Source: an optimization exercise on an open RTL-to-GDS flow (aim: small area, a short achievable clock period and few clock cycles). Production flows keep margins and buffers that such runs may drop.
The RTL was checked by simulation tests, not by an equivalence proof against the original design.
No activity file was given, so power comes from the tool's default toggle rates.

==> flow/design.v <==
package queen_pkg;
    localparam int MAX_BOARD = 16;
    typedef logic [$clog2(MAX_BOARD)-1:0] coord_t;
    typedef logic [MAX_BOARD-1:0] row_mask_t;
    typedef enum logic [2:0] {
        S_IDLE  = 3'd0,
        S_LOAD  = 3'd1,
        S_BUILD = 3'd2,
        S_PLACE = 3'd3,
        S_BACK  = 3'd4,
        S_EMIT  = 3'd5
    } search_state_t;
endpackage
`timescale 1ns/100ps
module queen_input #(
    parameter int BOARD_N = 12
) (
    input  logic                 in_valid,
    input  queen_pkg::coord_t    col,
    input  logic                 idle,
    input  logic                 accepting,
    output logic                 first_beat,
    output logic [BOARD_N-1:0]   col_we
);
    logic wr_en;
    assign wr_en      = in_valid && accepting;
    assign first_beat = in_valid && idle;
    always_comb begin
        for (int c = 0; c < BOARD_N; c++) begin
            col_we[c] = wr_en && (col == queen_pkg::coord_t'(c));
        end
    end
endmodule
`timescale 1ns/100ps
module queen_attack #(
    parameter int BOARD_N = 12,
    parameter int DW      = 2 * BOARD_N - 1,
    parameter int KILL_D  = 3               
) (
    input  logic [BOARD_N-1:0]   rq,
    input  logic [DW-1:0]        pq,
    input  logic [DW-1:0]        qq,
    input  logic [BOARD_N-1:0]   chk,          
    input  queen_pkg::coord_t    start_q,
    output logic [BOARD_N-1:0]   cand,         
    output logic                 dead          
);
    logic [BOARD_N-1:0] fr [BOARD_N];    
    logic [BOARD_N-1:0] kill;            
    always_comb begin
        for (int d = 0; d < BOARD_N; d++) begin
            for (int r = 0; r < BOARD_N; r++) begin
                fr[d][r] = !(rq[r] || pq[(r - d + DW) % DW] || qq[(r + d) % DW]);
            end
        end
    end
    always_comb begin
        dead = 1'b0;
        for (int d = 1; d < BOARD_N; d++) begin
            if (chk[d] && !(|fr[d])) begin
                dead = 1'b1;
            end
        end
    end
    always_comb begin
        logic [BOARD_N-1:0] left;
        kill = '0;
        for (int r = 0; r < BOARD_N; r++) begin
            for (int d = 1; d <= KILL_D; d++) begin
                left = fr[d];
                left[r] = 1'b0;
                if (r - d >= 0)      left[r - d] = 1'b0;
                if (r + d < BOARD_N) left[r + d] = 1'b0;
                if (chk[d] && !(|left)) begin
                    kill[r] = 1'b1;
                end
            end
        end
    end
    always_comb begin
        for (int r = 0; r < BOARD_N; r++) begin
            cand[r] = fr[0][r] && !kill[r] && (queen_pkg::coord_t'(r) >= start_q);
        end
    end
endmodule
`timescale 1ns/100ps
module queen_search #(
    parameter int BOARD_N = 12,
    parameter int DW      = 2 * BOARD_N - 1
) (
    input  logic                     clk,
    input  logic                     rst_n,
    input  logic                     in_valid,
    input  queen_pkg::coord_t        row,
    input  logic                     first_beat,
    input  logic [BOARD_N-1:0]       col_we,
    input  logic [BOARD_N-1:0]       cand,
    input  logic                     dead,
    output logic                     idle,
    output logic                     accepting,
    output logic [BOARD_N-1:0]       rq,
    output logic [DW-1:0]            pq,
    output logic [DW-1:0]            qq,
    output logic [BOARD_N-1:0]       chk,
    output queen_pkg::coord_t        start_q,
    output logic                     busy_d,
    output logic                     emit_d,
    output logic                     nosol_d,
    output queen_pkg::coord_t        next_row
);
    queen_pkg::search_state_t state_q;
    queen_pkg::search_state_t state_d;
    queen_pkg::coord_t        rw_q [BOARD_N];
    logic [BOARD_N-1:0]       fx_q;
    logic [BOARD_N-1:0]       vr_q;
    logic                     searching;
    logic                     emit;
    logic                     cur_fixed;
    logic [BOARD_N-1:0]       pick_oh;
    queen_pkg::coord_t        pick_row;
    logic                     fail;
    logic                     fwd;
    logic                     back;
    logic                     build_step;
    logic                     place;
    queen_pkg::coord_t        prev_row;
    logic [BOARD_N-1:0]       prev_oh;
    logic                     prev_fixed;
    logic                     conflict;
    logic                     last_col;
    logic                     first_col;
    logic [DW-1:0]            pq_back;
    logic [DW-1:0]            qq_back;
    logic [DW-1:0]            prev_oh_w;
    logic [DW-1:0]            add_w;
    logic                     beat;
    logic                     set_b;
    logic                     clr_b;
    assign idle      = (state_q == queen_pkg::S_IDLE);
    assign accepting = idle || (state_q == queen_pkg::S_LOAD);
    assign emit      = (state_q == queen_pkg::S_EMIT);
    assign searching = (state_q == queen_pkg::S_PLACE) || (state_q == queen_pkg::S_BACK);
    assign cur_fixed = fx_q[0];
    assign last_col  = !vr_q[1];
    assign first_col = vr_q[BOARD_N - 1];
    assign chk       = vr_q & ~fx_q;
    always_comb begin
        pick_oh  = '0;
        pick_row = '0;
        for (int r = BOARD_N - 1; r >= 0; r--) begin
            if (cand[r]) begin
                pick_oh     = '0;
                pick_oh[r]  = 1'b1;
                pick_row    = queen_pkg::coord_t'(r);
            end
        end
    end
    assign fail       = (state_q == queen_pkg::S_BACK) || dead || (!cur_fixed && !(|cand));
    assign fwd        = (state_q == queen_pkg::S_PLACE) && !fail;
    assign place      = fwd && !cur_fixed;
    assign build_step = (state_q == queen_pkg::S_BUILD) ||
                        ((state_q == queen_pkg::S_LOAD) && !in_valid);
    assign back       = (searching && fail && !first_col) || build_step;
    assign prev_row   = rw_q[BOARD_N - 1];
    assign prev_fixed = fx_q[BOARD_N - 1];
    always_comb begin
        prev_oh = '0;
        for (int r = 0; r < BOARD_N; r++) begin
            prev_oh[r] = (prev_row == queen_pkg::coord_t'(r));
        end
    end
    assign prev_oh_w = DW'(prev_oh);
    assign add_w     = place ? DW'(pick_oh) : '0;
    assign pq_back  = {pq[0], pq[DW-1:1]};
    assign qq_back  = {qq[DW-2:0], qq[DW-1]};
    assign conflict = prev_fixed && (|(prev_oh & (rq | pq_back[BOARD_N-1:0] | qq_back[BOARD_N-1:0])));
    always_comb begin
        state_d = state_q;
        nosol_d = 1'b0;
        case (state_q)
            queen_pkg::S_IDLE: begin
                if (in_valid) begin
                    state_d = queen_pkg::S_LOAD;
                end
            end
            queen_pkg::S_LOAD: begin
                if (!in_valid) begin
                    state_d = queen_pkg::S_BUILD;
                end
            end
            queen_pkg::S_BUILD: begin
                if (conflict) begin
                    state_d = queen_pkg::S_IDLE;
                    nosol_d = 1'b1;
                end else if (vr_q[BOARD_N - 2]) begin
                    state_d = queen_pkg::S_PLACE;
                end
            end
            queen_pkg::S_PLACE, queen_pkg::S_BACK: begin
                if (fwd) begin
                    state_d = last_col ? queen_pkg::S_EMIT : queen_pkg::S_PLACE;
                end else if (first_col) begin
                    state_d = queen_pkg::S_IDLE;
                    nosol_d = 1'b1;
                end else begin
                    state_d = prev_fixed ? queen_pkg::S_BACK : queen_pkg::S_PLACE;
                end
            end
            queen_pkg::S_EMIT: begin
                if (vr_q[BOARD_N - 2]) begin
                    state_d = queen_pkg::S_IDLE;
                end
            end
            default: state_d = queen_pkg::S_IDLE;
        endcase
    end
    assign busy_d   = (state_d != queen_pkg::S_IDLE) || nosol_d;
    assign emit_d   = (state_d == queen_pkg::S_EMIT);
    assign next_row = rw_q[1];
    always_ff @(posedge clk or negedge rst_n) begin
        if (!rst_n) begin
            state_q <= queen_pkg::S_IDLE;
        end else begin
            state_q <= state_d;
        end
    end
    always_ff @(posedge clk) begin
        if (fwd) begin
            start_q <= '0;
        end else if (searching && !prev_fixed) begin
            start_q <= prev_row + queen_pkg::coord_t'(1);
        end else if (build_step) begin
            start_q <= '0;
        end
    end
    assign beat  = accepting && in_valid;
    assign set_b = build_step && prev_fixed;
    assign clr_b = !build_step && !prev_fixed;
    always_ff @(posedge clk) begin
        if (idle || beat) begin
            vr_q <= '0;
        end else if (fwd) begin
            vr_q <= {1'b0, vr_q[BOARD_N-1:1]};
        end else begin
            vr_q <= {vr_q[BOARD_N-2:0], 1'b1};
        end
    end
    always_ff @(posedge clk) begin
        if (idle || beat) begin
            rq <= '0;
            pq <= '0;
            qq <= '0;
        end else if (fwd) begin
            rq <= rq | add_w[BOARD_N-1:0];
            pq <= {pq[DW-2:0] | add_w[DW-2:0], pq[DW-1] | add_w[DW-1]};
            qq <= {qq[0] | add_w[0], qq[DW-1:1] | add_w[DW-1:1]};
        end else begin
            rq <= (rq & ~(clr_b ? prev_oh : '0)) | (set_b ? prev_oh : '0);
            pq <= (pq_back & ~(clr_b ? prev_oh_w : '0)) | (set_b ? prev_oh_w : '0);
            qq <= (qq_back & ~(clr_b ? prev_oh_w : '0)) | (set_b ? prev_oh_w : '0);
        end
    end
    always_ff @(posedge clk) begin
        if (beat) begin
            for (int c = 0; c < BOARD_N; c++) begin
                if (col_we[c]) begin
                    rw_q[c] <= row;
                    fx_q[c] <= 1'b1;
                end else if (first_beat) begin
                    fx_q[c] <= 1'b0;
                end
            end
        end else if (fwd || emit) begin
            for (int c = 0; c < BOARD_N - 1; c++) begin
                rw_q[c] <= rw_q[c + 1];
                fx_q[c] <= fx_q[c + 1];
            end
            rw_q[BOARD_N - 1] <= place ? pick_row : rw_q[0];
            fx_q[BOARD_N - 1] <= fx_q[0];
        end else begin
            for (int c = 1; c < BOARD_N; c++) begin
                rw_q[c] <= rw_q[c - 1];
                fx_q[c] <= fx_q[c - 1];
            end
            rw_q[0] <= rw_q[BOARD_N - 1];
            fx_q[0] <= fx_q[BOARD_N - 1];
        end
    end
endmodule
`timescale 1ns/100ps
module queen_output (
    input  logic                 clk,
    input  logic                 rst_n,
    input  logic                 busy_d,
    input  logic                 emit_d,
    input  logic                 nosol_d,
    input  queen_pkg::coord_t    next_row,
    output logic                 busy,
    output logic                 out_valid,
    output queen_pkg::coord_t    out,
    output logic                 no_solution
);
    always_ff @(posedge clk or negedge rst_n) begin
        if (!rst_n) begin
            busy        <= 1'b0;
            out_valid   <= 1'b0;
            out         <= '0;
            no_solution <= 1'b0;
        end else begin
            busy        <= busy_d;
            out_valid   <= emit_d;
            out         <= emit_d ? next_row : '0;
            no_solution <= nosol_d;
        end
    end
endmodule
`timescale 1ns/100ps
module queen_top #(
    parameter int BOARD_N = 12
) (
    input  logic   clk,
    input  logic   rst_n,
    input  logic   in_valid,
    input  queen_pkg::coord_t row,
    input  queen_pkg::coord_t col,
    output logic   busy,
    output logic   out_valid,
    output queen_pkg::coord_t out,
    output logic   no_solution
);
    localparam int DW = 2 * BOARD_N - 1;
    logic                 idle;
    logic                 accepting;
    logic                 first_beat;
    logic [BOARD_N-1:0]   col_we;
    logic [BOARD_N-1:0]   cand;
    logic                 dead;
    logic [BOARD_N-1:0]   rq;
    logic [DW-1:0]        pq;
    logic [DW-1:0]        qq;
    logic [BOARD_N-1:0]   chk;
    queen_pkg::coord_t    start_q;
    logic                 busy_d;
    logic                 emit_d;
    logic                 nosol_d;
    queen_pkg::coord_t    next_row;
    queen_input #(.BOARD_N(BOARD_N)) u_queen_input (
        .in_valid   (in_valid),
        .col        (col),
        .idle       (idle),
        .accepting  (accepting),
        .first_beat (first_beat),
        .col_we     (col_we)
    );
    queen_attack #(.BOARD_N(BOARD_N), .DW(DW)) u_queen_attack (
        .rq      (rq),
        .pq      (pq),
        .qq      (qq),
        .chk     (chk),
        .start_q (start_q),
        .cand    (cand),
        .dead    (dead)
    );
    queen_search #(.BOARD_N(BOARD_N), .DW(DW)) u_queen_search (
        .clk        (clk),
        .rst_n      (rst_n),
        .in_valid   (in_valid),
        .row        (row),
        .first_beat (first_beat),
        .col_we     (col_we),
        .cand       (cand),
        .dead       (dead),
        .idle       (idle),
        .accepting  (accepting),
        .rq         (rq),
        .pq         (pq),
        .qq         (qq),
        .chk        (chk),
        .start_q    (start_q),
        .busy_d     (busy_d),
        .emit_d     (emit_d),
        .nosol_d    (nosol_d),
        .next_row   (next_row)
    );
    queen_output u_queen_output (
        .clk         (clk),
        .rst_n       (rst_n),
        .busy_d      (busy_d),
        .emit_d      (emit_d),
        .nosol_d     (nosol_d),
        .next_row    (next_row),
        .busy        (busy),
        .out_valid   (out_valid),
        .out         (out),
        .no_solution (no_solution)
    );
endmodule
==> flow/run.sh <==
#!/bin/bash
# synth_recipe.tcl (not shown) runs the flow's synth.tcl, then flattens the netlist and writes it again
# the make line also repeats each setting of config.mk as NAME=value (left out here)
make -C /OpenROAD-flow-scripts/flow DESIGN_CONFIG=/design/flow/config.mk WORK_HOME=/design/flow/orfs CLKGATE_MAP_FILE= SYNTH_SCRIPT=/design/flow/synth_recipe.tcl finish
==> flow/config.mk <==
export PLATFORM = sky130hd
export DESIGN_NAME = queen_top
export DESIGN_NICKNAME = queen_top
export VERILOG_FILES = /design/flow/design.v
export SDC_FILE = /design/flow/constraint.sdc
export NUM_CORES = 4
export LEC_CHECK = 0
export CAP_MARGIN = 20
export CORE_MARGIN = 2
export CORE_UTILIZATION = 40
export SETUP_SLACK_MARGIN = 5
export SLEW_MARGIN = 20
==> flow/constraint.sdc <==
create_clock -name core_clock -period 8.0 [get_ports {clk}]
set_input_delay 1.6000 -clock core_clock [delete_from_list [all_inputs] [get_ports {clk}]]
set_output_delay 1.6000 -clock core_clock [all_outputs]
set_load 0.01 [all_outputs]
==> summary.md, run 1 <==
| Metric | Value |
|---|---|
| R2R setup slack | roughly 4.7 ns |
| Max Freq | 0.3030 GHz |
| RePlAce Congestion | 1.034 |
| Routed WL per cell | 27.13 microns |
| WS Path Type | flop to flop |
| Register Area | 3665 sq um |
| Worst slew pin tran | 0.8940 ns |
| GRT Max-Usage Layer | met2 |
| Final Hold Violating Endpoints | 0 |
| Mean Syn Cell Area | 7.867 sq um |
| Vias in the first global route | around 9400 |
| Nature of the critical path endpoint | flop |
| PD cells | 462.6 nW/um^2 |
| Synthesized-area fraction occupied by adder cells | 0.5532% |
| Ys Warns | 6 |
| Die ar. | 23840 sq um |
| First-pass GRT wire length | about 59000 microns |
| CTS tree | yes |
| CTS Hold Bufs | 0 |
| Met3 usage | 11.40% |
| Async SR Flop Fraction | 6.944% |
| Synth Instances | 1150 |
| Post-synth top area cell | edfxtp_1 |
| Slew Viols, Final | 0 |
| Clock transition at the registers of the reported paths | 0.08 ns |
| Switching portion of total power | 49.38% |
| Synth top area share | between 15 and 20% |
| Die X | 154.4 microns |
| Max rail drop VDD | 0.0003612 V |
| # IOs | 18 |
| Netlist cell types | 65 |
| PortBufs | 17 |
| Crit path arrival time | approximately 3.5 ns |
| Number of enable flip-flop cells after synthesis | 60 |
| Mux share of post-synthesis cell area | 3.651% |
| Unrepaired setup endpoints after global routing | true |
| Net Switching | between 0.002 and 0.003 W |
| Total GRT Usage | approximately 32% |
| Grt total ovfl | 0 |
| Number of vias per cell | 6.856 |
| Chip Height | 154.4 microns |
| Setup WS post-layout | 4.700 ns |
| Clock latency (worst-skew pair) | about 0.44 ns |
| Initial antenna violation count | 1 |
| Hold Path Cell Cnt | 2 |
| Hold path startpoint | u_queen_search.vr_q[0] |
| Reg power frac | 28.8% |
| Post-Syn Area | 9047 sq um |
| Detail Placement HPWL | about 23000 microns |
| Top post-synthesis cells by area | edfxtp_1 (20%), dfxtp_1 (16%), nor3_1 (14%) |
| TritonCTS buffer count | 17 |
| CP max-delay cell | a2111oi_4 |
| Grt met2 use | 47.62% |
| Post-synthesis xor/xnor area fraction | less than 1% |
| Pre-CTS WS | 2.933 ns |
| # nets final | around 1200 |
| Crit path cell chain | nor3_4, nor4_4, buf_4, nand4_1, o21ai_2, a2111oi_4, nand3_2, a31oi_4, buf_12, a21oi_4, buf_6, clkbuf_16, nor2_1, nor3_2 |
| CP Data Required Time | 8.18 ns |
| Total core area | ~22000 sq um |
| Yosys reg bits | 144 |
| Number of remaining DRC errors | 0 |
| Hold Path End | u_queen_search.vr_q[1] |
| Fin crit share | 41.25% |
| Final setup viols | 0 |
| Initial core utilization | between 40% and 50% |
| Fillers | roughly 2000 |
| Drt pass-1 iters | 14 |
| Worst setup path startpoint | u_queen_search.rq[2] |
| Critical path fanouts, max | 8 |
| # H-tree levels | 4 |
| Clk sinks | 144 |
| Via count | 10460 |
| Status | timing/DRC/antenna clean |
| Diode count | 0 |
| Area Overhead vs Synth | 34.97% |
| GR Layer Usage met1 | a little over two fifths |
| Share of layout cells above drive strength 1 | 31.02% |
| Initial DRC Count | 1802 |
| Clock Power Share | 15.0% |
| Prevailing post-synth register cell | dfxtp_1 |
| Hold Path Class | flop to flop |
| Seq/Total Area, Yosys | around two fifths |
| Pint | 0.002859 W |
| CTS Root Cell | clkbuf_16 |
| Max-cap violations | 0 |
| Synth Area in Simple Gates | 34.93% |
| WL final | 41400 microns |
| Reg-to-reg critical path startpoint | u_queen_search.rq[2] |
| Comb pwr share | 56.3% |
| Final min period | 3.300 ns |
| Worst Skew | 0.01937 ns |
| Setup crit start kind | flop |
| Multi-input gate area | 5863 sq um |
| Area fraction in compound gates after synthesis | roughly 15% |
| FF-to-FF path depth | 14 |
| # rows | 55 |
| Largest family of logic cells by synthesized area | simple AND/OR/NAND/NOR gates |
| R2R Path End | u_queen_search.fx_q[10] |
| Antenna Nets Post-Route | 0 |
| Syn Nets | 1165 |
| Max incr delay on CP | 0.46 ns |
| Leakage | 4.258 nW |
| Clk buf depth | 2 |
| Sum Neg Setup Slack | 0 ns |
| Relative slew slack | 40.18% |
| Total power | around 0.0056 W |
| Largest net degree at the start of global routing | 61 |
## state kept, by name, summed over array words and instances (netlist names), 4 cells and up
register and flops:
u_queen_search.rw_q 48, u_queen_search.qq 23, u_queen_search.vr_q 12, u_queen_search.fx_q 12, u_queen_search.start_q 4, u_queen_search.pq 23, u_queen_output.out 4, u_queen_search.rq 12
## cells in the mapped netlist (10+ instances only)
cell type and instances:
nor2b_1 17, mux2i_1 33, o311ai_0 15, nor4_1 23, edfxtp_1 60, dfrtp_1 10, a21oi_1 54, buf_2 24
inv_1 30, clkbuf_1 62, nand4_1 13, a31oi_1 13, or3_1 14, nand2_1 55, o21ai_0 29, a311oi_1 14
nor2_1 189, nor3_1 251, dfxtp_1 74, nand3_1 30
## layer usage
metal / part of all wire, % / wire length, microns
met5: 0 / 0
met4: 7.2 / 2991
met1: 37 / 15460
met2: 41 / 17130
met3: 14 / 5813
## logic make-up (layout without fill, tap and decap cells)
logic type / after synthesis / in the layout
buffers and inverters: 131 / 219
adders and majority gates: 4 / 4
and+or+nand+nor: 643 / 643
AOI/OAI and AO/OA: 193 / 196
xor gates and xnor gates: 2 / 2
DFF: 144 / 144
muxes: 33 / 33
## metrics by stage
stage | hold WS, ns | std cells | util (%) | area, sq um
after floorplan | 0.4365 | 1150 | - | 9050
after global placement | 0.4535 | 1358 | 40.82 | 9158
after detailed placement | 0.4651 | 1358 | 40.82 | 9158
after CTS | 0.4788 | 1482 | 50.47 | 11320
after global routing | 0.4861 | 1526 | 54.43 | 12210
final | 0.4692 | 1526 | 54.43 | 12210
## power groups by stage
| stage | clock network [W] | registers, W | logic (W) |
|---|---|---|---|
| 3_5_place_dp | 0 | 0.00160 | 0.00200 |
| 5_1_grt | 0.000872 | 0.00163 | 0.00335 |
| 6_report | 0.000845 | 0.00163 | 0.00318 |
| 3_3_place_gp | 0 | 0.00160 | 0.00202 |
| 2_1_floorplan | 0 | 0.00128 | 0.00169 |
| 4_1_cts | 0.000841 | 0.00157 | 0.00263 |
## worst max-delay path by stage
stage,slack [ns],cells after the start,to
after floorplan,5.05,12,u_queen_search.rw_q[10][0]
after global placement,3.03,10,u_queen_search.pq[10]
after detailed placement,2.93,10,u_queen_search.pq[10]
after CTS,4.99,11,u_queen_search.rw_q[10][0]
after global routing,4.46,10,u_queen_search.rw_q[11][0]
final,4.70,14,u_queen_search.fx_q[10]
## layout make-up
type,count,share of cell area (%)
Timing Repair Buffer,156,13.06
Clock inverter,15,1.496
Multi-Input combinational cell,878,48.01
Sequential cell,144,30.01
Clock buffer,17,3.484
Tap cell,285,2.920
Inverter,31,1.014
## cells in the final DEF, fill, tap and decap left out, types with 7 or more instances in the layout
master / n
nand4b_1: 7
nor3_1: 192
o221a_2: 9
or3_1: 14
a21oi_1: 52
nor2b_1: 14
buf_12: 11
inv_1: 30
dfxtp_1: 32
dfxtp_4: 31
nor2_1: 158
dfrtp_1: 9
a31oi_1: 9
a311oi_1: 10
nand4_1: 13
nor4_1: 20
dfxtp_2: 11
nor3_2: 47
edfxtp_1: 60
o21ai_0: 20
o311ai_0: 13
clkbuf_16: 23
nor2_2: 24
nor3_4: 16
nand3_1: 24
buf_4: 110
clkdlybuf4s50_1: 16
mux2i_1: 32
nor2_4: 8
inv_8: 7
nand2_1: 54
## what timing repair did
item / in CTS / in global routing
gates cloned: 6 / 10
setup buffers: 86 / 34
pin swaps: 27 / 29
endpoints found under the setup margin: 148 / 138
resized for setup: 194 / 106
## worst max-delay path: cells and delay by family, from the launching register on
kind	cells	cell delay, ns
compound gates	4	0.86
buf+inv	4	0.70
simple gates	6	1.08
flops	1	0.39
Testbench counts, summed over its fixed seeds: cycles 29,213.
==> run 2: changes to the inputs <==
--- a/flow/config.mk
+++ b/flow/config.mk
@@ -5,6 +5,7 @@
 export SDC_FILE = /design/flow/constraint.sdc
 export NUM_CORES = 4
 export LEC_CHECK = 0
+export ABC_AREA = 1
 export CAP_MARGIN = 20
 export CORE_MARGIN = 2
 export CORE_UTILIZATION = 40
==> run 2 against run 1 <==
Register-to-register slack gained 0.36 ns; setup slack gained 0.36 ns; die area grew 6.1%; largest power group unchanged; critical endpoint is now busy; cell count grew 15%; clock power shrank 3.3%; worst hold slack gained 0.025 ns; still clean.
==> summary.md, run 2 <==
| Metric | Value |
|---|---|
| Clk buf depth | 2 |
| Crit path buf inv count | 1 |
| # H-tree levels | 4 |
| First-pass GRT wire length | between 50000 and 60000 microns |
| Die X | about 160 microns |
| Mean Syn Cell Area | 6.775 sq um |
| Sum Neg Setup Slack | 0 ns |
| PortBufs | 17 |
| Largest net degree at the start of global routing | 74 |
| Antenna Nets Post-Route | 0 |
| Max FFs per register | 48 |
| Relative slew slack | 53.11% |
| Netlist cell types | 36 |
| Critical path fanouts, max | 1 |
| Setup crit start kind | flop |
| Drt pass-1 iters | 7 |
| Die ar. | 25290 sq um |
| Final min period | around 2.9 ns |
| CP Data Required Time | 6.40 ns |
| Most frequent cells in the layout | nand2_1 (213), nand3_1 (193), nor2_1 (155), inv_1 (131), o21ai_0 (108) |
| Top post-synthesis cells by area | edfxtp_1 (19%), dfxtp_1 (15%), nand3_1 (10%) |
| Most frequent cells after synthesis | nand2_1 (219), nand3_1 (200), nor2_1 (171) |
| WL final | about 36000 microns |
| Clock transition at the registers of the reported paths | 0.07 ns |
| Seq/Total Area, Yosys | between 30% and 40% |
| Final setup viols | 0 |
| Most common cell after layout, fill and taps aside | nand2_1 |
| Family with the most delay on the worst path | buffers and inverters |
| Crit path cell chain | clkdlybuf4s50_1 |
| # nets final | between 1000 and 1500 |
| Initial core utilization | between 40% and 50% |
| Cell with the most instances after synthesis | nand2_1 |
| # IOs | 18 |
| WS Path Type | flop to output pin |
| Nature of the critical path endpoint | output pin |
| Placed cell area | roughly 10000 sq um |
| Chip Height | 159.0 microns |
| Synth top area share | a little under a fifth |
| Grt total ovfl | 0 |
| Number of vias per cell | 6.011 |
| Vias in the first global route | 9741 |
| Unrepaired setup endpoints after global routing | true |
| Initial antenna violation count | 0 |
| Number of remaining DRC errors | 0 |
| Detail Placement HPWL | between 20000 and 25000 microns |
| Yosys reg bits | 144 |
| Final core occ | 47.15% |
| Top flop regs | u_queen_search.rw_q: 48 flops, u_queen_search.pq: 23 flops, u_queen_search.qq: 23 flops |
| Initial DRC Count | 1382 |
| Post-route cell area | 11100 sq um |
| Total core area | 23540 sq um |
| Setup WS post-layout | 5.059 ns |
| Status | timing/DRC/antenna clean |
| CTS tree | yes |
| Max incr delay on CP | 0.54 ns |
| CP max-delay cell | clkdlybuf4s50_1 |
| Largest Register | u_queen_search.rw_q |
| Post-synth top area cell | edfxtp_1 |
| Crit path arrival time | 1.34 ns |
| Area Overhead vs Synth | 15.45% |
| CTS Root Cell | clkbuf_16 |
| Diode count | 0 |
| # rows | 56 |
| Syn Nets | roughly 1400 |
| Clock latency (worst-skew pair) | roughly 0.45 ns |
| TritonCTS buffer count | 17 |
| Total GRT Usage | 27.50% |
| Ys Warns | 6 |
| PD cells | 464.0 nW/um^2 |
| Synth Instances | 1419 |
| RePlAce Congestion | 1.009 |
| R2R setup slack | approximately 5.1 ns |
| Prevailing post-synth register cell | dfxtp_1 |
| Routed WL per cell | between 20 and 25 microns |
| Max rail drop VDD | 0.0001970 V |
| Fin crit share | 36.76% |
| Post-Syn Area | 9614 sq um |
| Clk sinks | between 100 and 150 |
| Final Hold Violating Endpoints | 0 |
| Via count | 10540 |
| Worst Skew | 0.01892 ns |
| Async SR Flop Fraction | 6.944% |
| Hold Path Class | flop to flop |
| Leakage | between 4 and 5 nW |
| Number of enable flip-flop cells after synthesis | 60 |
| Max-cap violations | 0 |
| Worst slew pin tran | 0.6980 ns |
| CTS Hold Bufs | 0 |
| Pre-CTS WS | 3.642 ns |
| Share of layout cells above drive strength 1 | 14.77% |
| Max Freq | 0.3400 GHz |
| Slew Viols, Final | 0 |
## run 2: changes by cell type in the layout (fill, tap and decap cells not counted), sizes merged, moves of 100 or more
cell	previous run	this run
buf	132	32
inv	38	173
nand2	55	234
nand3	30	215
nor3	255	39
o21ai	32	158
## run 2: cell type report
| type | count | area [sq um] |
|---|---|---|
| clock buffer | 17 | 425.4 |
| sequential | 144 | 3565 |
| inverter | 176 | 715.7 |
| timing repair buffer | 52 | 565.5 |
| multi-input combinational | 1031 | 5246 |
| fill | 2425 | 12440 |
| tap | 319 | 399.1 |
| clock inverter | 15 | 182.7 |
## run 2: worst min-delay path: cells and delay by family, from the launching register on
family / cells / cell delay (ns)
buffers and inverters: 1 / 0.08
flip-flops: 1 / 0.30
AO/OA/AOI/OAI: 1 / 0.06
## run 2: per-stage QoR
| stage | hold slack [ns] | instances | total power [W] |
|---|---|---|---|
| finish | 0.4939 | 1754 | 0.005150 |
| global route | 0.5283 | 1754 | 0.005477 |
| CTS | 0.4907 | 1740 | 0.004903 |
| detailed placement | 0.4792 | 1690 | 0.003932 |
| global placement | 0.4788 | 1690 | 0.003906 |
| floorplan | 0.4416 | 1419 | 0.003278 |
## run 2: worst paths after layout
kind / start / to / cells after the start
worst max-delay path: u_queen_output.busy / busy / 1
worst min-delay path: u_queen_search.vr_q[7] / u_queen_search.vr_q[6] / 2
worst max register to register: u_queen_search.rq[7] / u_queen_search.rw_q[10][1] / 16
worst min register to register: u_queen_search.vr_q[7] / u_queen_search.vr_q[6] / 2
max in group asynchronous: rst_n / u_queen_search.state_q[0] / 1
min in group asynchronous: rst_n / u_queen_output.no_solution / 1
## run 2: layer usage
metal	up-vias	track usage, %	share of wire (%)
met1	4938	36.67	41
met5	-	0	0
met4	0	13.14	5.5
met3	141	4.949	9.0
li1	4814	-	-
met2	651	43.24	45
## run 2: cells by family (layout without fill, tap and decap cells)
logic type	count (synthesis)	after routing	synth area share, %
simple gates	719	721	34.75
compound gates	305	305	16.83
buf+inv	246	260	11.06
flops	144	144	36.75
fa+ha+maj	4	4	0.5206
xor+xnor	1	1	0.09112
## run 2: power by group
| part | switching, W | internal, W |
|---|---|---|
| sequential | 0.000317 | 0.00119 |
| clock | 0.000394 | 0.000424 |
| combinational | 0.00191 | 0.000918 |
| total | 0.00262 | 0.00253 |
## run 2: timing repair
item / CTS / global route
gates cloned: 2 / 4
resized for setup: 52 / 66
setup endpoints to repair: 175 / 112
pin swaps: 3 / 4
setup buffers: 16 / 10
==> run 3: changes to the inputs <==
--- a/flow/design.v
+++ b/flow/design.v
@@ -35,43 +35,50 @@
 module queen_attack #(
     parameter int BOARD_N = 12,
     parameter int DW      = 2 * BOARD_N - 1,
-    parameter int KILL_D  = 3               
+    parameter int KILL_D  = 5               
 ) (
     input  logic [BOARD_N-1:0]   rq,
     input  logic [DW-1:0]        pq,
     input  logic [DW-1:0]        qq,
     input  logic [BOARD_N-1:0]   chk,          
     input  queen_pkg::coord_t    start_q,
-    output logic [BOARD_N-1:0]   cand,         
-    output logic                 dead          
+    output logic [BOARD_N-1:0]   cand          
 );
-    logic [BOARD_N-1:0] fr [BOARD_N];    
+    logic [BOARD_N-1:0] fr [KILL_D+1];   
     logic [BOARD_N-1:0] kill;            
     always_comb begin
-        for (int d = 0; d < BOARD_N; d++) begin
+        for (int d = 0; d <= KILL_D; d++) begin
             for (int r = 0; r < BOARD_N; r++) begin
                 fr[d][r] = !(rq[r] || pq[(r - d + DW) % DW] || qq[(r + d) % DW]);
             end
         end
     end
+    logic [BOARD_N-1:0] pre [1:KILL_D];    
+    logic [BOARD_N-1:0] suf [1:KILL_D];    
     always_comb begin
-        dead = 1'b0;
-        for (int d = 1; d < BOARD_N; d++) begin
-            if (chk[d] && !(|fr[d])) begin
-                dead = 1'b1;
+        for (int d = 1; d <= KILL_D; d++) begin
+            pre[d][0] = fr[d][0];
+            for (int i = 1; i < BOARD_N; i++) begin
+                pre[d][i] = pre[d][i-1] || fr[d][i];
+            end
+            suf[d][BOARD_N-1] = fr[d][BOARD_N-1];
+            for (int i = BOARD_N - 2; i >= 0; i--) begin
+                suf[d][i] = suf[d][i+1] || fr[d][i];
             end
         end
     end
     always_comb begin
-        logic [BOARD_N-1:0] left;
+        logic left;
         kill = '0;
         for (int r = 0; r < BOARD_N; r++) begin
             for (int d = 1; d <= KILL_D; d++) begin
-                left = fr[d];
-                left[r] = 1'b0;
-                if (r - d >= 0)      left[r - d] = 1'b0;
-                if (r + d < BOARD_N) left[r + d] = 1'b0;
-                if (chk[d] && !(|left)) begin
+                left = 1'b0;
+                if (r - d - 1 >= 0)      left = left || pre[d][r - d - 1];
+                if (r + d + 1 < BOARD_N) left = left || suf[d][r + d + 1];
+                for (int i = r - d + 1; i < r + d; i++) begin
+                    if (i >= 0 && i < BOARD_N && i != r) left = left || fr[d][i];
+                end
+                if (chk[d] && !left) begin
                     kill[r] = 1'b1;
                 end
             end
@@ -95,7 +102,6 @@
     input  logic                     first_beat,
     input  logic [BOARD_N-1:0]       col_we,
     input  logic [BOARD_N-1:0]       cand,
-    input  logic                     dead,
     output logic                     idle,
     output logic                     accepting,
     output logic [BOARD_N-1:0]       rq,
@@ -155,7 +161,7 @@
             end
         end
     end
-    assign fail       = (state_q == queen_pkg::S_BACK) || dead || (!cur_fixed && !(|cand));
+    assign fail       = (state_q == queen_pkg::S_BACK) || (!cur_fixed && !(|cand));
     assign fwd        = (state_q == queen_pkg::S_PLACE) && !fail;
     assign place      = fwd && !cur_fixed;
     assign build_step = (state_q == queen_pkg::S_BUILD) ||
@@ -334,7 +340,6 @@
     logic                 first_beat;
     logic [BOARD_N-1:0]   col_we;
     logic [BOARD_N-1:0]   cand;
-    logic                 dead;
     logic [BOARD_N-1:0]   rq;
     logic [DW-1:0]        pq;
     logic [DW-1:0]        qq;
@@ -358,8 +363,7 @@
         .qq      (qq),
         .chk     (chk),
         .start_q (start_q),
-        .cand    (cand),
-        .dead    (dead)
+        .cand    (cand)
     );
     queen_search #(.BOARD_N(BOARD_N), .DW(DW)) u_queen_search (
         .clk        (clk),
@@ -369,7 +373,6 @@
         .first_beat (first_beat),
         .col_we     (col_we),
         .cand       (cand),
-        .dead       (dead),
         .idle       (idle),
         .accepting  (accepting),
         .rq         (rq),
==> run 3 against run 2 <==
Critical path type unchanged; worst hold slack got worse by 0.032 ns; clock-buffer cell count did not move; sequential power fell by 3%; largest power group unchanged; synthesized area fell by 5.8%.
==> summary.md, run 3 <==
| Metric | Value |
|---|---|
| Grt total ovfl | 0 |
| Share of layout cells above drive strength 1 | 18.42% |
| CTS tree | yes |
| Number of remaining DRC errors | 0 |
| Most frequent cells in the layout | nand2_1 (215), nor2_1 (161), nand3_1 (123), inv_1 (122), a21oi_1 (105) |
| Chip Height | 154.5 microns |
| Top post-synthesis cells by area | edfxtp_1 (20%), dfxtp_1 (16%), nand2_1 (9.2%) |
| Setup crit start kind | flop |
| Final Hold Violating Endpoints | 0 |
| CTS Hold Bufs | 0 |
| Final min period | 2.920 ns |
| Most frequent cells after synthesis | nand2_1 (223), nor2_1 (195), nand3_1 (151) |
| Sum Neg Setup Slack | 0 ns |
| Met3 WL | 3424 microns |
| Top layer used by detailed routing | met4 |
| Routed WL per cell | 20.13 microns |
| Netlist cell types | 40 |
| Die ar. | 23860 sq um |
| Clk buf depth | 2 |
| Pint | roughly 0.0025 W |
| Max-cap violations | 0 |
| Max FFs per register | 48 |
| Crit path cell chain | clkdlybuf4s50_1 |
| Status | timing/DRC/antenna clean |
| Max Freq | 0.3425 GHz |
| Mean Syn Cell Area | 6.790 sq um |
| Met2 wire length | 14110 microns |
| Net Switching | 0.002432 W |
| Seq/Total Area, Yosys | 39.01% |
| Initial antenna violation count | 0 |
| Crit path arrival time | 1.32 ns |
| TritonCTS buffer count | 17 |
| Register Area | 3565 sq um |
| Max incr delay on CP | between 0.5 and 0.6 ns |
| PortBufs | 17 |
| WL final | 32960 microns |
| Clock latency (worst-skew pair) | 0.44 ns |
| Fillers | 2241 |
| Ys Warns | 8 |
| Final setup viols | 0 |
| # rows | 55 |
| Diode count | 0 |
| Yosys reg bits | 144 |
| Vias in the first global route | 8948 |
| # nets final | 1354 |
| Post-Syn Area | 9057 sq um |
| Multi-input gate area | 5149 sq um |
| Nature of the critical path endpoint | output pin |
| Worst slew pin tran | 0.7473 ns |
| Crit path buf inv count | 1 |
| Number of enable flip-flop cells after synthesis | 60 |
| Most common cell after layout, fill and taps aside | nand2_1 |
| Syn Nets | 1349 |
| WS Path Type | flop to output pin |
| Drt pass-1 iters | 6 |
| Async SR Flop Fraction | around 6.9% |
| Top flop regs | u_queen_search.rw_q: 48 flops, u_queen_search.pq: 23 flops, u_queen_search.qq: 23 flops |
| CTS Root Cell | clkbuf_16 |
| Fin crit share | 36.50% |
| Cell with the most instances after synthesis | nand2_1 |
| CP Data Required Time | around 6.4 ns |
| # IOs | 18 |
| Synth top area share | 19.89% |
| Placed cell count | 1582 |
| Relative slew slack | 50.18% |
| Hold Path Class | flop to flop |
| Die X | 154.5 microns |
| Post-synth top area cell | edfxtp_1 |
| CP max-delay cell | clkdlybuf4s50_1 |
| Initial core utilization | 40.37% |
| Family with the most delay on the worst path | buffers and inverters |
| Prevailing post-synth register cell | dfxtp_1 |
| Largest net degree at the start of global routing | 87 |
| Clk sinks | 144 |
| Critical path fanouts, max | 1 |
| # H-tree levels | 4 |
| PD cells | about 450 nW/um^2 |
| Number of vias per cell | 5.942 |
| Total power | 0.004895 W |
| Total core area | about 22000 sq um |
| Switching portion of total power | 49.68% |
| Via count | 9727 |
| Clock transition at the registers of the reported paths | 0.07 ns |
| Unrepaired setup endpoints after global routing | true |
| Area Overhead vs Synth | 19.22% |
| Detail Placement HPWL | 22620 microns |
| Largest Register | u_queen_search.rw_q |
| First-pass GRT wire length | 49900 microns |
| Leakage | about 4.6 nW |
| Initial DRC Count | 1334 |
| Synth Instances | 1334 |
| Total GRT Usage | 26.81% |
| WL met1 | 14390 microns |
| Layout Cells excl Fill | 1637 |
| Worst Skew | 0.009699 ns |
| Reg power frac | 30.0% |
| Antenna Nets Post-Route | 0 |
| Comb pwr share | 53.9% |
| Max rail drop VDD | 0.0001756 V |
| Slew Viols, Final | 0 |
| RePlAce Congestion | 0.9999 |
| Clock Power Share | 16.1% |
==> run 3: cell count changes in the layout (fill, tap and decap cells not counted), moves of 13 or more <==
cell	previous run	this run
nand3_1	193	123
nor3_1	36	9
o21ai_0	108	92
o21ai_1	49	63
nand4_1	29	16
==> run 3: per-layer routing <==
layer	up-vias	track usage, %
met5	-	0
met4	0	10.85
met3	83	6.052
met2	536	39.33
met1	4602	38.18
li1	4506	-
==> run 3: path summary, 6_finish.rpt <==
check	startpoint	to	slack, ns	cells past startpoint
worst min register to register	u_queen_search.pq[14]	u_queen_search.pq[15]	0.46	2
max in group asynchronous	rst_n	u_queen_search.state_q[1]	6.01	1
worst max-delay path	u_queen_output.busy	busy	5.08	1
min in group asynchronous	rst_n	u_queen_output.out[2]	1.56	1
worst max register to register	u_queen_search.fx_q[3]	u_queen_search.rw_q[0][3]	5.08	14
worst min-delay path	u_queen_search.pq[14]	u_queen_search.pq[15]	0.46	2
==> run 3: power groups by stage <==
stage          clock network, W  logic [W]  registers, W
2_1_floorplan                 0    0.00168       0.00131
6_report               0.000787    0.00264       0.00147
3_3_place_gp                  0    0.00217       0.00143
3_5_place_dp                  0    0.00217       0.00143
4_1_cts                0.000801    0.00234       0.00142
5_1_grt                0.000824    0.00289       0.00150
==> run 3: logic make-up (layout without fill, tap and decap cells) <==
kind of cell	after synthesis	in the layout	synth area share (%)
adder cells (fa/ha/maj)	4	4	0.5526
buffers and inverters	227	240	10.48
AO/OA/AOI/OAI	318	318	18.94
AND/OR/NAND/NOR	640	645	30.92
flip-flops	144	144	39.01
XOR/XNOR	1	1	0.09672
==> run 3: layout make-up <==
class	count	area share, %
tap	285	3.302
sequential	144	33.01
inverter	169	6.396
clock buffer	17	3.940
multi-input combinational	968	47.68
clock inverter	15	1.402
timing repair buffer	38	4.206
timing repair inverter	1	0.05794
==> run 3: through the flow <==
step	hold WS (ns)	setup WS [ns]	utilization (%)	cell area [sq um]
floorplan	0.4369	5.078	-	9062
CTS	0.4689	4.988	45.55	10220
finish	0.4616	5.080	48.13	10800
global route	0.4867	4.946	48.13	10800
detailed placement	0.4593	3.492	41.56	9324
global placement	0.4524	3.387	41.53	9318
==> run 3: what timing repair did <==
action	in CTS	in global routing
gates cloned	5	4
setup buffers	5	9
pin swaps	3	16
setup endpoints to repair	191	180
resized for setup	48	165
Testbench counts of run 3, summed over its fixed seeds: cycles 28,073.
==> run 4: changes to the inputs <==
--- a/flow/design.v
+++ b/flow/design.v
@@ -112,7 +112,7 @@
     output logic                     busy_d,
     output logic                     emit_d,
     output logic                     nosol_d,
-    output queen_pkg::coord_t        next_row
+    output queen_pkg::coord_t        head_row
 );
     queen_pkg::search_state_t state_q;
     queen_pkg::search_state_t state_d;
@@ -222,7 +222,7 @@
     end
     assign busy_d   = (state_d != queen_pkg::S_IDLE) || nosol_d;
     assign emit_d   = (state_d == queen_pkg::S_EMIT);
-    assign next_row = rw_q[1];
+    assign head_row = rw_q[0];
     always_ff @(posedge clk or negedge rst_n) begin
         if (!rst_n) begin
             state_q <= queen_pkg::S_IDLE;
@@ -300,7 +300,7 @@
     input  logic                 busy_d,
     input  logic                 emit_d,
     input  logic                 nosol_d,
-    input  queen_pkg::coord_t    next_row,
+    input  queen_pkg::coord_t    head_row,
     output logic                 busy,
     output logic                 out_valid,
     output queen_pkg::coord_t    out,
@@ -310,15 +310,14 @@
         if (!rst_n) begin
             busy        <= 1'b0;
             out_valid   <= 1'b0;
-            out         <= '0;
             no_solution <= 1'b0;
         end else begin
             busy        <= busy_d;
             out_valid   <= emit_d;
-            out         <= emit_d ? next_row : '0;
             no_solution <= nosol_d;
         end
     end
+    assign out = out_valid ? head_row : '0;
 endmodule
 `timescale 1ns/100ps
 module queen_top #(
@@ -348,7 +347,7 @@
     logic                 busy_d;
     logic                 emit_d;
     logic                 nosol_d;
-    queen_pkg::coord_t    next_row;
+    queen_pkg::coord_t    head_row;
     queen_input #(.BOARD_N(BOARD_N)) u_queen_input (
         .in_valid   (in_valid),
         .col        (col),
@@ -383,7 +382,7 @@
         .busy_d     (busy_d),
         .emit_d     (emit_d),
         .nosol_d    (nosol_d),
-        .next_row   (next_row)
+        .head_row   (head_row)
     );
     queen_output u_queen_output (
         .clk         (clk),
@@ -391,7 +390,7 @@
         .busy_d      (busy_d),
         .emit_d      (emit_d),
         .nosol_d     (nosol_d),
-        .next_row    (next_row),
+        .head_row    (head_row),
         .busy        (busy),
         .out_valid   (out_valid),
         .out         (out),
--- a/flow/config.mk
+++ b/flow/config.mk
@@ -9,5 +9,6 @@
 export CAP_MARGIN = 20
 export CORE_MARGIN = 2
 export CORE_UTILIZATION = 40
+export CTS_BUF_LIST = sky130_fd_sc_hd__clkbuf_8
 export SETUP_SLACK_MARGIN = 5
 export SLEW_MARGIN = 20
==> run 4 against run 3 <==
Cell count is 2.1% higher; via count hardly changed; clock skew is 0.010 ns higher.
==> summary.md, run 4 <==
| Metric | Value |
|---|---|
| Synthesized-area fraction occupied by adder cells | 0.5485% |
| Hold Path Class | flop to flop |
| Share of layout cells above drive strength 1 | around a fifth |
| Mux share of post-synthesis cell area | 0% |
| Nature of the critical path endpoint | flop |
| Fin crit share | 36.91% |
| Max incr delay on CP | 0.49 ns |
| Clock latency (worst-skew pair) | between 0.4 and 0.5 ns |
| Mean Syn Cell Area | 6.753 sq um |
| Register Area | about 3500 sq um |
| CTS tree | yes |
| Largest Register | u_queen_search.rw_q |
| Critical path fanouts, max | 10 |
| Sum Neg Setup Slack | 0 ns |
| Unrepaired setup endpoints after global routing | true |
| Top post-synthesis cells by area | edfxtp_1 (20%), dfxtp_1 (16%), nand2_1 (11%) |
| First-pass GRT wire length | 50980 microns |
| Setup WS post-layout | 5.047 ns |
| Most common cell after layout, fill and taps aside | nand2_1 |
| PD cells | 436.3 nW/um^2 |
| Post-synthesis xor/xnor area fraction | 0.09600% |
| WL final | 33250 microns |
| Diode count | 0 |
| Levels on crit path | 15 |
| Hold path startpoint | u_queen_search.pq[14] |
| Number of enable flip-flop cells after synthesis | 60 |
| Max Freq | between 0.3 and 0.4 GHz |
| Via count | approximately 10000 |
| Initial DRC Count | 1144 |
| Fillers | 2281 |
| Routed WL per cell | about 20 microns |
| Final min period | 2.953 ns |
| Setup crit start kind | flop |
| Final setup viols | 0 |
| CP max-delay cell | edfxtp_1 |
| Yosys reg bits | 140 |
| TritonCTS buffer count | 17 |
| Worst slew pin tran | 0.8183 ns |
| FF-to-FF path depth | 15 |
| Die ar. | 24030 sq um |
| Final Hold Violating Endpoints | 0 |
| Hold Path Cell Cnt | 2 |
| Number of remaining DRC errors | 0 |
| CTS Root Cell | clkbuf_8 |
| Area fraction in compound gates after synthesis | 17.17% |
| Synth Instances | 1351 |
| Initial core utilization | 40.54% |
| Relative slew slack | 45.11% |
| Max-cap violations | 0 |
| PortBufs | 17 |
| # nets final | 1388 |
| WS Path Type | flop to flop |
| Worst setup path startpoint | u_queen_search.fx_q[5] |
| Clk buf depth | 2 |
| Worst Skew | 0.01996 ns |
| Syn Nets | between 1000 and 1500 |
| Total core area | 22500 sq um |
| Detail Placement HPWL | between 20000 and 25000 microns |
| Final core occ | ~47% |
| Synth top area share | between 15 and 20% |
| Vias in the first global route | 9031 |
| Most frequent cells in the layout | nand2_1 (240), nor2_1 (145), inv_1 (134), nand3_1 (114), a21oi_1 (96) |
| Clock transition at the registers of the reported paths | 0.09 ns |
| Reg-to-reg critical path startpoint | u_queen_search.fx_q[5] |
| Number of vias per cell | 5.818 |
| Antenna Nets Post-Route | 0 |
| Netlist cell types | 43 |
| Largest net degree at the start of global routing | 76 |
| Family with the most delay on the worst path | simple AND/OR/NAND/NOR gates |
| Cell with the most instances after synthesis | nand2_1 |
| Crit path arrival time | 3.15 ns |
| Most frequent cells after synthesis | nand2_1 (263), nor2_1 (175), inv_1 (147) |
| Grt total ovfl | 0 |
| Die X | 155.0 microns |
| # rows | 55 |
| # IOs | 18 |
| Multi-input gate area | 5248 sq um |
| Slew Viols, Final | 0 |
| Total GRT Usage | 27.57% |
| CP Data Required Time | 8.20 ns |
| Status | timing/DRC/antenna clean |
| Drt pass-1 iters | 7 |
| Top flop regs | u_queen_search.rw_q: 48 flops, u_queen_search.pq: 23 flops, u_queen_search.qq: 23 flops |
| # H-tree levels | 4 |
| Prevailing post-synth register cell | dfxtp_1 |
| Post-Syn Area | a little over 9000 sq um |
| Seq/Total Area, Yosys | approximately 38% |
| Initial antenna violation count | 0 |
| Clk sinks | 140 |
| Max rail drop VDD | slightly above 0.0002 V |
| Chip Height | ~160 microns |
| Pre-CTS WS | between 3 and 4 ns |
| Async SR Flop Fraction | 4.286% |
| Synth Area in Simple Gates | roughly a third |
| Leakage | 4.631 nW |
| Post-synth top area cell | edfxtp_1 |
| Max FFs per register | 48 |
| WHS | between 0.4 and 0.5 ns |
| Ys Warns | 8 |
| Crit path buf inv count | 1 |
| Largest family of logic cells by synthesized area | simple AND/OR/NAND/NOR gates |
| Crit path cell chain | nor2_4, nand3_2, nor2_4, nand3b_1, nand2_1, nor2_1, nand3b_1, nand2_2, nor3_4, nand2_8, nand2_8, buf_12, nand2_4, o21ai_1, o21ai_1 |
| Area Overhead vs Synth | 16.89% |
| RePlAce Congestion | 0.9906 |
==> run 4: layer usage <==
metal	GRT usage (%)	vias up	share of wire, %
li1	-	4563	-
met1	36.82	4531	42
met2	43.11	519	45
met3	4.234	109	7.9
met4	14.77	0	4.9
met5	0	-	0
==> run 4: cell families after synthesis <==
group | Yosys count
adder cells (fa/ha/maj) | 4
AO/OA/AOI/OAI | 292
AND/OR/NAND/NOR | 672
flip-flops | 140
XOR/XNOR | 1
buffers and inverters | 242
==> run 4: layout make-up <==
cell class,instances,share of cell area (%)
inverters,185,6.863
repair inverters,1,0.07039
clock inverters,15,1.619
flip-flops and latches,140,32.38
multi-input cells,978,49.20
clock buffers,17,2.194
well taps,285,3.344
repair buffers,50,4.329
==> run 4: what timing repair did <==
item	CTS	global route
gates resized for setup	61	122
setup buffers	18	12
endpoints found under the setup margin	205	136
gates cloned	8	2
hold buffers	0	0
pin swaps	11	24
==> run 4: final timing paths <==
path	to	slack [ns]
min in group asynchronous	u_queen_output.busy	1.37
worst max-delay path	u_queen_search.rw_q[5][0]	5.05
worst min-delay path	u_queen_search.pq[15]	0.46
max in group asynchronous	u_queen_output.out_valid	6.40
worst min register to register	u_queen_search.pq[15]	0.46
worst max register to register	u_queen_search.rw_q[5][0]	5.05
==> run 4: tightest hold or removal path, delay by kind of cell (launching register included) <==
kind / cells / cell delay, ns
and+or+nand+nor: 1 / 0.06
DFF: 1 / 0.32
AOI/OAI and AO/OA: 1 / 0.05
==> run 4: power by group <==
| part | switching [W] | internal [W] |
|---|---|---|
| registers | 0.000279 | 0.00115 |
| logic | 0.00180 | 0.000821 |
| clock network | 0.000299 | 0.000308 |
| total | 0.00238 | 0.00227 |
==> run 4: stage by stage <==
step / instance area [sq um] / total power [W] / instances
3_5_place_dp: 9340 / 0.003569 / 1599
6_report: 10670 / 0.004654 / 1671
5_1_grt: 10670 / 0.004975 / 1671
4_1_cts: 10150 / 0.004360 / 1657
3_3_place_gp: 9340 / 0.003564 / 1599
2_1_floorplan: 9129 / 0.003004 / 1351
Testbench counts of run 4, summed over its fixed seeds: cycles 28,073.
==> run 5: changes to the inputs <==
--- a/flow/config.mk
+++ b/flow/config.mk
@@ -9,6 +9,5 @@
 export CAP_MARGIN = 20
 export CORE_MARGIN = 2
 export CORE_UTILIZATION = 40
-export CTS_BUF_LIST = sky130_fd_sc_hd__clkbuf_8
 export SETUP_SLACK_MARGIN = 5
 export SLEW_MARGIN = 20
==> run 5 against run 4 <==
Worst hold slack worse by 0.0032 ns; synthesized area did not move; synthesized cell count unchanged; setup slack worse by 0.010 ns; design area down 0.39%; register-to-register slack is essentially flat; sequential cell count is the same; combinational power down 3%; largest cell class unchanged; highest routed layer unchanged.
==> summary.md, run 5 <==
| Metric | Value |
|---|---|
| Status | timing/DRC/antenna clean |
| Fin crit share | 37.04% |
| Most common cell after layout, fill and taps aside | nand2_1 |
| Post-Syn Area | 9124 sq um |
| Top layer used by detailed routing | met4 |
| Setup crit start kind | flop |
| Met2 wire length | approximately 15000 microns |
| Mean Syn Cell Area | approximately 6.8 sq um |
| Number of remaining DRC errors | 0 |
| Max Freq | 0.3375 GHz |
| PortBufs | 17 |
| Slew Viols, Final | 0 |
| # IOs | 18 |
| Yosys reg bits | 140 |
| Clock latency (worst-skew pair) | about 0.43 ns |
| Crit path arrival time | 3.12 ns |
| Initial core utilization | 40.54% |
| Initial antenna violation count | 0 |
| Critical path fanouts, max | 20 |
| Total core area | approximately 23000 sq um |
| Nature of the critical path endpoint | flop |
| Antenna Nets Post-Route | 0 |
| CP Data Required Time | 8.15 ns |
| Via count | 9627 |
| CP max-delay cell | edfxtp_1 |
| Max incr delay on CP | 0.48 ns |
| Largest Register | u_queen_search.rw_q |
| Sum Neg Setup Slack | 0 ns |
| Seq/Total Area, Yosys | 37.63% |
| Post-synth top area cell | edfxtp_1 |
| Max rail drop VDD | approximately 0.00023 V |
| Die ar. | 24030 sq um |
| Max FFs per register | 48 |
| R2R setup slack | 5.04 ns |
| Prevailing post-synth register cell | dfxtp_1 |
| Synth top area share | between 10% and 20% |
| Post-synthesis xor/xnor area fraction | 0.09600% |
| Synthesized-area fraction occupied by adder cells | 0.5485% |
| # nets final | ~1400 |
| Grt total ovfl | 0 |
| Hold Path Class | flop to flop |
| Total GRT Usage | 27.63% |
| PD cells | 448.5 nW/um^2 |
| Synth Area in Simple Gates | approximately 33% |
| Syn Nets | between 1000 and 1500 |
| Final min period | 2.963 ns |
| WL final | approximately 33000 microns |
| Top flop regs | u_queen_search.rw_q: 48 flops, u_queen_search.pq: 23 flops, u_queen_search.qq: 23 flops |
| Largest family of logic cells by synthesized area | simple AND/OR/NAND/NOR gates |
| Total power | 0.004765 W |
| Unrepaired setup endpoints after global routing | true |
| CTS Root Cell | clkbuf_16 |
| Mux share of post-synthesis cell area | 0% |
| CTS tree | yes |
| RePlAce Congestion | roughly 0.99 |
| Relative slew slack | 45.82% |
| Netlist cell types | 43 |
| Async SR Flop Fraction | 4.286% |
| Initial DRC Count | 1290 |
| Number of enable flip-flop cells after synthesis | 60 |
| Worst slew pin tran | 0.8077 ns |
| Clk buf depth | 2 |
| # rows | 55 |
| Final setup viols | 0 |
| Die X | 155.0 microns |
| Number of vias per cell | 5.779 |
| Max-cap violations | 0 |
| Clk sinks | 140 |
| Area fraction in compound gates after synthesis | 17.17% |
| TritonCTS buffer count | 17 |
| Most frequent cells after synthesis | nand2_1 (263), nor2_1 (175), inv_1 (147) |
| Detail Placement HPWL | 22480 microns |
| Worst Skew | 0.01356 ns |
| Vias in the first global route | 8982 |
| Ys Warns | 8 |
| Diode count | 0 |
| WS Path Type | flop to flop |
| Crit path cell chain | nor2_4, nand2_2, nor2_2, nand3b_1, nand2_1, nor2_1, nand2_1, nand2_2, inv_2, nand3_2, nor2_4, nand2_8, nand2_8, nand2_8, o21ai_0, o21ai_1 |
| Top post-synthesis cells by area | edfxtp_1 (20%), dfxtp_1 (16%), nand2_1 (11%) |
| Drt pass-1 iters | 6 |
| Largest net degree at the start of global routing | 76 |
| Area Overhead vs Synth | 16.44% |
| WL met1 | 14220 microns |
| Cell with the most instances after synthesis | nand2_1 |
| Clock transition at the registers of the reported paths | 0.06 ns |
| Most used cell, CP | nand2_8 |
| Chip Height | 155.0 microns |
| # H-tree levels | 4 |
| Synth Instances | 1351 |
| Met3 WL | between 2000 and 2500 microns |
| Routed WL per cell | 19.91 microns |
| Most frequent cells in the layout | nand2_1 (252), nor2_1 (149), inv_1 (137), nand3_1 (123), a21oi_1 (98) |
| Share of layout cells above drive strength 1 | between 10% and 20% |
| Final Hold Violating Endpoints | 0 |
| First-pass GRT wire length | 51060 microns |
| Leakage | ~4.6 nW |
-- run 5: cell counts after synthesis --
Identical to the previous run, type by type.
-- run 5: logic make-up after synthesis --
logic type	count (synthesis)
AND/OR/NAND/NOR	672
flip-flops	140
AO/OA/AOI/OAI	292
XOR/XNOR	1
adder cells (fa/ha/maj)	4
buffers and inverters	242
-- run 5: power breakdown --
group          total, W  switching [W]  leakage (nW)  internal (W)
combinational   0.00253        0.00176          2.97      0.000767
clock          0.000819       0.000325         0.282      0.000494
sequential      0.00142       0.000272          1.31       0.00115
total           0.00477        0.00236          4.57       0.00241
-- run 5: critical path: cells and delay by family (launching register included) --
| kind | cells | cell delay [ns] |
|---|---|---|
| DFF | 1 | 0.48 |
| and+or+nand+nor | 13 | 1.79 |
| AOI/OAI and AO/OA | 2 | 0.33 |
| buffers and inverters | 1 | 0.07 |
-- run 5: cell type report --
class / count / area, sq um
inverters: 185 / 716.9
multi-input cells: 976 / 5075
fillers: 2261 / 11880
well taps: 285 / 356.6
clock inverters: 12 / 161.4
clock buffers: 20 / 436.7
repair inverters: 2 / 15.01
flip-flops and latches: 140 / 3448
repair buffers: 46 / 414.1
-- run 5: per-layer routing --
layer,up-vias,track usage (%)
met5,-,0
met3,90,4.178
met4,0,14.64
li1,4545,-
met1,4515,36.83
met2,477,43.41
-- run 5: repair_timing --
action | CTS | global route
hold buffers | 0 | 0
gates resized for setup | 53 | 75
gates cloned | 8 | 1
endpoints found under the setup margin | 205 | 146
buffers inserted | 11 | 15
pin swaps | 8 | 17
-- run 5: worst paths after layout --
check                                        from                        end  cells after the start
min in group asynchronous                   rst_n        u_queen_output.busy                      1
max                        u_queen_search.fx_q[5]  u_queen_search.rw_q[3][3]                     16
max reg2reg                u_queen_search.fx_q[5]  u_queen_search.rw_q[3][3]                     16
min                         u_queen_search.pq[14]      u_queen_search.pq[15]                      2
max in group asynchronous                   rst_n   u_queen_output.out_valid                      1
min reg2reg                 u_queen_search.pq[14]      u_queen_search.pq[15]                      2
-- run 5: per-stage QoR --
| stage | hold WS [ns] | instance area [sq um] | util, % | cells | setup WS, ns |
|---|---|---|---|---|---|
| detailed placement | 0.4543 | 9340 | 41.51 | 1599 | 3.683 |
| global placement | 0.4506 | 9340 | 41.51 | 1599 | 3.700 |
| finish | 0.4617 | 10620 | 47.21 | 1666 | 5.037 |
| global route | 0.4908 | 10620 | 47.21 | 1666 | 4.922 |
| floorplan | 0.4305 | 9129 | - | 1351 | 5.078 |
| CTS | 0.4635 | 10250 | 45.53 | 1650 | 4.979 |
==> run 6: changes to the inputs <==
--- a/flow/design.v
+++ b/flow/design.v
@@ -35,7 +35,7 @@
 module queen_attack #(
     parameter int BOARD_N = 12,
     parameter int DW      = 2 * BOARD_N - 1,
-    parameter int KILL_D  = 5               
+    parameter int KILL_D  = 4               
 ) (
     input  logic [BOARD_N-1:0]   rq,
     input  logic [DW-1:0]        pq,
==> run 6 against run 5 <==
Still clean on timing, DRC and antenna; synthesized area fell by 5.0%; core utilization up 0.93 points; die area down 4.9%; sequential cell count stayed put; first-iteration DRC count shrank 19%; cell count down 7.0%; clock power down 5.3%; combinational power is 2% lower; global-route usage fell by 0.19 points; clock-buffer cell count down 2; clock skew down 0.0057 ns; highest routed layer unchanged.
==> summary.md, run 6 <==
| Metric | Value |
|---|---|
| # nets final | 1276 |
| Fin crit share | 37.22% |
| Max incr delay on CP | between 0.4 and 0.5 ns |
| Final setup viols | 0 |
| Post-Syn Area | about 8700 sq um |
| Comb pwr share | between 50% and 60% |
| Most frequent cells after synthesis | nand2_1 (222), nor2_1 (164), inv_1 (131) |
| Vias in the first global route | 8210 |
| Area Overhead vs Synth | 17.49% |
| Drt pass-1 iters | 6 |
| Max FFs per register | 48 |
| PD cells | 457.2 nW/um^2 |
| First-pass GRT wire length | 47310 microns |
| # H-tree levels | 4 |
| Crit path buf inv count | 2 |
| Die ar. | 22860 sq um |
| Pint | 0.002365 W |
| GRT Max-Usage Layer | met2 |
| GR Layer Usage met1 | 39.82% |
| Cell with the most instances after synthesis | nand2_1 |
| # IOs | 18 |
| TritonCTS buffer count | 17 |
| Diode count | 0 |
| Critical path fanouts, max | 10 |
| Clock latency (worst-skew pair) | approximately 0.42 ns |
| Slew Viols, Final | 0 |
| Levels on crit path | 18 |
| Most frequent cells in the layout | nand2_1 (216), nor2_1 (137), inv_1 (123), o21ai_0 (108), nand3_1 (84) |
| Crit path cell chain | nor2_4, nand2_2, nor2_2, inv_1, nor2_2, nor2_1, nand3_2, nand2_2, nor2_4, nand2_2, nor2_8, nand2_2, nand2_4, buf_12, nand2_8, or2_0, o211ai_1, nand2_1 |
| Synth Instances | 1250 |
| Prevailing post-synth register cell | dfxtp_1 |
| Largest family of logic cells by synthesized area | simple AND/OR/NAND/NOR gates |
| Setup crit start kind | flop |
| Worst setup path startpoint | u_queen_search.fx_q[4] |
| Ys Warns | 8 |
| Die X | 151.2 microns |
| Max rail drop VDD | 0.0001955 V |
| CTS tree | yes |
| Final Hold Violating Endpoints | 0 |
| Final min period | around 3.0 ns |
| # rows | 53 |
| Synth top area share | roughly 21% |
| Netlist cell types | 44 |
| Routed WL per cell | approximately 20 microns |
| Worst Skew | between 0.007 and 0.008 ns |
| Clock transition at the registers of the reported paths | roughly 0.06 ns |
| Multi-input gate area | 4631 sq um |
| Initial core utilization | around two fifths |
| WS Path Type | flop to flop |
| Top post-synthesis cells by area | edfxtp_1 (21%), dfxtp_1 (17%), nand2_1 (9.6%) |
| Syn Nets | 1265 |
| Nature of the critical path endpoint | flop |
| Via count | 9019 |
| RePlAce Congestion | 1.012 |
| Most used cell, CP | nand2_2 |
| WL final | between 30000 and 40000 microns |
| FF-to-FF path depth | 18 |
| Total GRT Usage | 27.44% |
| Post-synth top area cell | edfxtp_1 |
| Largest net degree at the start of global routing | 90 |
| Share of layout cells above drive strength 1 | between 10% and 20% |
| Net Switching | 0.002291 W |
| Initial antenna violation count | 0 |
| Hold Path Class | flop to flop |
| Unrepaired setup endpoints after global routing | true |
| Family with the most delay on the worst path | simple AND/OR/NAND/NOR gates |
| Synthesized-area fraction occupied by adder cells | 0.5774% |
| Async SR Flop Fraction | 4.286% |
| CP Capture Point | u_queen_search.rw_q[1][1] |
| Number of vias per cell | 5.822 |
| Crit path arrival time | ~3.1 ns |
| Antenna Nets Post-Route | 0 |
| Relative slew slack | roughly 56% |
| Register Area | 3442 sq um |
| PortBufs | 17 |
| Chip Height | 151.2 microns |
| Clk buf depth | 2 |
| Mean Syn Cell Area | 6.935 sq um |
| Status | timing/DRC/antenna clean |
| Number of remaining DRC errors | 0 |
| Clk sinks | 140 |
| Switching portion of total power | 49.21% |
| Reg power frac | a little under a third |
| Grt total ovfl | 0 |
| Mux share of post-synthesis cell area | 0% |
| Largest Register | u_queen_search.rw_q |
| Initial DRC Count | 1046 |
| Area fraction in compound gates after synthesis | roughly 18% |
| CTS Root Cell | clkbuf_16 |
| Leakage | ~4.3 nW |
| Max-cap violations | 0 |
| Top flop regs | u_queen_search.rw_q: 48 flops, u_queen_search.pq: 23 flops, u_queen_search.qq: 23 flops |
| Sum Neg Setup Slack | 0 ns |
| Clock Power Share | 16.7% |
| Max Freq | 0.3359 GHz |
| Total core area | 21150 sq um |
| Reg-to-reg critical path startpoint | u_queen_search.fx_q[4] |
| Grt met2 use | about two fifths |
| CP max-delay cell | edfxtp_1 |
| Yosys reg bits | 140 |
| Most common cell after layout, fill and taps aside | nand2_1 |
| Detail Placement HPWL | 21200 microns |
| Synth Area in Simple Gates | ~31% |
| CP Data Required Time | 8.15 ns |
| WHS | 0.4562 ns |
| Fillers | 2140 |
| R2R setup slack | 5.02 ns |
| Worst slew pin tran | 0.6592 ns |
| R2R Path End | u_queen_search.rw_q[1][1] |
| Number of enable flip-flop cells after synthesis | 60 |
| Post-synthesis xor/xnor area fraction | 0.1010% |
| Seq/Total Area, Yosys | 39.61% |
| Met3 usage | under 10% |
## run 6: cell types whose count changed after synthesis, moves of 8 or more
cell,previous run,this run
nand2_1,263,222
inv_1,147,131
nor2_2,6,14
o21ai_1,54,43
buf_6,13,5
o211ai_1,18,3
a31oi_1,18,36
inv_2,35,45
o21ai_0,90,124
a21oi_1,103,71
nand3_1,138,95
nand3_2,10,19
nor2_1,175,164
## run 6: how the worst min path moves through the flow
| stage | start | endpoint | cells past startpoint |
|---|---|---|---|
| floorplan | u_queen_search.qq[21] | u_queen_search.qq[20] | 2 |
| global placement | u_queen_search.vr_q[6] | u_queen_search.vr_q[5] | 2 |
| detailed placement | u_queen_search.qq[21] | u_queen_search.qq[20] | 2 |
| CTS | u_queen_search.qq[21] | u_queen_search.qq[20] | 2 |
| global route | u_queen_search.vr_q[6] | u_queen_search.vr_q[5] | 2 |
| finish | u_queen_search.pq[16] | u_queen_search.pq[17] | 2 |
## run 6: cell type report
class | count | area share, %
Multi-Input combinational cell | 884 | 45.47
Inverter | 179 | 6.978
Clock inverter | 14 | 1.425
Timing Repair inverter | 4 | 0.4177
Tap cell | 275 | 3.378
Clock buffer | 18 | 4.214
Timing Repair Buffer | 35 | 4.324
Sequential cell | 140 | 33.80
## run 6: kinds of logic after synthesis
family / after synthesis
buffers and inverters: 229
and+or+nand+nor: 581
xor gates and xnor gates: 1
DFF: 140
adders and majority gates: 4
AOI/OAI and AO/OA: 295
## run 6: metal layers
layer / routed length (microns) / vias to the layer above / share of wire [%]
li1: - / 4200 / -
met1: 13630 / 4241 / 44
met2: 13240 / 495 / 43
met3: 2882 / 83 / 9.4
met4: 1061 / 0 / 3.4
met5: 0 / - / 0
## run 6: power groups by stage
| stage | Clock, W | Sequential [W] | Combinational [W] |
|---|---|---|---|
| floorplan | 0 | 0.00127 | 0.00158 |
| global placement | 0 | 0.00139 | 0.00206 |
| detailed placement | 0 | 0.00139 | 0.00206 |
| CTS | 0.000783 | 0.00138 | 0.00230 |
| global route | 0.000812 | 0.00143 | 0.00269 |
| finish | 0.000776 | 0.00141 | 0.00247 |
## run 6: worst reg2reg max path: cells and delay by family (launching register included)
family	cells	cell delay, ns
flops	1	0.45
compound gates	1	0.08
buf+inv	2	0.24
simple gates	15	1.94
## run 6: what timing repair did
item,in CTS,in global routing
endpoints found under the hold margin,0,0
gates resized for setup,63,80
setup buffers,4,6
pin swaps,3,13
hold buffers,0,0
setup endpoints to repair,163,150
gates cloned,9,1
## run 6: metrics by stage
stage,instance area (sq um),total power (W),cells,util [%],worst slack (ns)
floorplan,8680,0.002855,1250,-,5.088
global placement,8974,0.003450,1497,42.42,3.572
detailed placement,8974,0.003457,1497,42.42,3.552
CTS,9932,0.004462,1542,46.95,4.964
global route,10180,0.004936,1549,48.15,4.916
finish,10180,0.004656,1549,48.15,5.023
Testbench counts of run 6, summed over its fixed seeds: cycles 28,695.

-- re-timing with driven ports --
The results above use ideal ports. As a check the final layouts listed here were re-extracted and re-timed, cells and wires unchanged.
Step 1 sets driving cells, clkbuf_16 on the clock port and buf_2 on the other inputs (assumed; they add their load-dependent delay and slew).
Step 2, shift: input delay + t, output delay - t, t = (earliest + latest rising clock arrival at the registers) / 2. This alone moves slack from input paths to output paths.
Slacks: ideal ports / drivers / drivers and shift; pairs: ideal ports / drivers.
| run | t (ns) | setup slack, ns | worst setup path after step 2 | clock arrival spread, ns |
|---|---|---|---|---|
| run 1 | 0.486 | 4.700 / 4.700 / 4.485 | input to register | 0.019 / 0.019 |
| run 2 | 0.489 | 5.059 / 5.010 / 4.899 | input to register | 0.019 / 0.018 |
| run 3 | 0.472 | 5.080 / 5.039 / 4.634 | input to register | 0.009 / 0.009 |
| run 4 | 0.502 | 5.047 / 5.021 / 4.660 | input to register | 0.020 / 0.020 |
| run 5 | 0.469 | 5.037 / 5.006 / 4.639 | input to register | 0.014 / 0.014 |
| run 6 | 0.469 | 5.023 / 4.997 / 4.712 | input to register | 0.008 / 0.008 |
After both steps setup and hold are still met in every run listed. For run 3, which loses most, drivers alone change the setup slack by -0.041 ns; drivers and shift together by -0.446 ns.
